Background: an optimization exercise with open tools, aiming at small area and a short achievable clock period. Do not read the settings as production practice. The RTL was checked by simulation tests, not by an equivalence proof against the original design. Power figures rest on the tool's default switching activity, not on a simulated workload.

xenon:
==> flow/design.v (excerpt) <==
module srpt_grant_top #(
   parameter int QUEUE_DEPTH    = 16,
   parameter int MAX_OVERCOMMIT = 4
) (
   input  logic        ap_clk,
   input  logic        ap_rst,
   input  logic        header_valid_i,
   input  logic [79:0] header_i,
   input  logic        grant_full_i,
   output logic        grant_valid_o,
   output logic [50:0] grant_o
);
   logic        push;
   logic        retire;
   logic [27:0] in_id;
   logic [9:0]  in_key;
   logic        head_occ;
   logic        head_occ_nx;
   logic [9:0]  head_key;
   logic [27:0] head_id;
   logic        pop;
   srpt_header_intake u_intake (
      .ap_clk         (ap_clk),
      .ap_rst         (ap_rst),
      .header_valid_i (header_valid_i),
      .header_i       (header_i),
      .push_o         (push),
      .retire_o       (retire),
      .id_o           (in_id),
      .key_o          (in_key)
   );
   srpt_queue #(
      .QUEUE_DEPTH (QUEUE_DEPTH)
   ) u_queue (
      .ap_clk     (ap_clk),
      .ap_rst     (ap_rst),
      .push_i     (push),
  ...
Size in the first run: ~4000 cells after synthesis, ~140 I/O pins, ~44000 um^2 of cells after synthesis.
export LEC_CHECK = 0
export CAP_MARGIN = 20
export CORE_MARGIN = 2
export CORE_UTILIZATION = 40
export SLEW_MARGIN = 20
create_clock -name core_clock -period 10.5 [get_ports {ap_clk}]
standard.sh (not shown) runs the stock make flow with config.mk's settings and CLKGATE_MAP_FILE= SYNTH_SCRIPT=/design/flow/synth_recipe.tcl, a recipe that flattens the netlist after the stock synthesis.
==> flow/flow/run.sh <==
#!/bin/bash
# The standard layout (the standard.sh: standard synthesis, then ORFS floorplan to
# finish) with these changes to how the layout is made; the clock, the constraints and
# every other setting are the standard flow's:
#  - clock tree sinks are clustered up to 20 to a leaf buffer, within 100 um;
#  - the port buffers that buffer_ports inserts on every input and output are buf_1
#    (the repair resizes them where timing needs it).
set -euo pipefail
bash standard.sh SETUP_SLACK_MARGIN=7.15 CTS_CLUSTER_SIZE=20 CTS_CLUSTER_DIAMETER=100 \
   "BUFFER_PORTS_ARGS=-buffer_cell sky130_fd_sc_hd__buf_1" finish > standard_flow.log 2>&1
xenon closes out successfully: all stages finished, all timing, DRC and antenna checks passed.
Changes in tundra relative to xenon:
diff --git a/flow/flow/run.sh b/flow/flow/run.sh
--- a/flow/flow/run.sh
+++ b/flow/flow/run.sh
@@ -8,3 +8,3 @@
 set -euo pipefail
-bash standard.sh SETUP_SLACK_MARGIN=7.15 CTS_CLUSTER_SIZE=20 CTS_CLUSTER_DIAMETER=100 \
+bash standard.sh SETUP_SLACK_MARGIN=7 CTS_CLUSTER_SIZE=20 CTS_CLUSTER_DIAMETER=100 \
    "BUFFER_PORTS_ARGS=-buffer_cell sky130_fd_sc_hd__buf_1" finish > standard_flow.log 2>&1
--- outcome ---
Re number of global-route vias before repair: tundra is 1.4% down on xenon.
Against xenon, tundra reports a switching share of power that is higher.
Diff xenon -> tundra | filler cell count | up by a few percent
Comparing the two runs side by side, tundra comes out ahead of xenon on total power.
After detailed routing, xenon needs more wire than tundra.
> inputs changed (tundra -> pepper)
==> flow/flow/run.sh <==
#!/bin/bash
# The standard layout (the standard.sh: standard synthesis, then ORFS floorplan to
# finish) with these changes to how the layout is made; the clock, the constraints and
# every other setting are the standard flow's:
#  - the port buffers that buffer_ports inserts on every input and output are buf_1
#    (the repair resizes them where timing needs it).
set -euo pipefail
bash standard.sh SETUP_SLACK_MARGIN=7 \
   "BUFFER_PORTS_ARGS=-buffer_cell sky130_fd_sc_hd__buf_1" finish > standard_flow.log 2>&1
Results
As far as total wire length is concerned, tundra and pepper perform about the same.
Looking at highest net fanout along the worst path, pepper sits 14 below tundra.
Between tundra and pepper, global-route wire length before repair increased.
pepper went all the way through the flow, and no timing, DRC or antenna check failed.
As far as deepest clock path buffer count goes, pepper and tundra are indistinguishable; the numbers are identical.
| switching part of the total | higher: tundra |
Summary of the comparison: worst path required time is higher in pepper, relative to tundra.
Lower ratio of final minimum period to clock period among pepper and tundra: pepper
Re global-route met3 utilization: tundra was lower than pepper.
pepper does worse than tundra on clock distribution power.
When pepper is set beside tundra, its relative area change from synthesis to final layout turns out to be 3.0 points larger.

-- re-timing with driven ports --
In the flow no input, the clock included, has a driving cell. The finished layouts below were timed again as built, in two steps.
Step 1, drivers: a clkbuf_16 drives ap_clk and a buf_2 each remaining input, both assumed.
Step 2 times the ports against the registers' clock, not the clock port: input delays grow and output delays shrink by t, the midpoint of the rising clock arrivals with the driver on.
a / b / c = ideal / step 1 / step 2; a / b = the first two.
run	shift t [ns]	setup WS [ns]	slew at the worst register clock pin (ns)
xenon	0.734	6.974 / 6.974 / 6.244	0.10 / 0.10
tundra	0.756	6.955 / 6.878 / 6.123	0.10 / 0.10
pepper	0.768	7.008 / 6.954 / 6.186	0.07 / 0.07
After both steps every run listed still meets setup and hold. For tundra, which loses most, drivers alone change the setup slack by -0.077 ns; drivers and shift together by -0.832 ns.
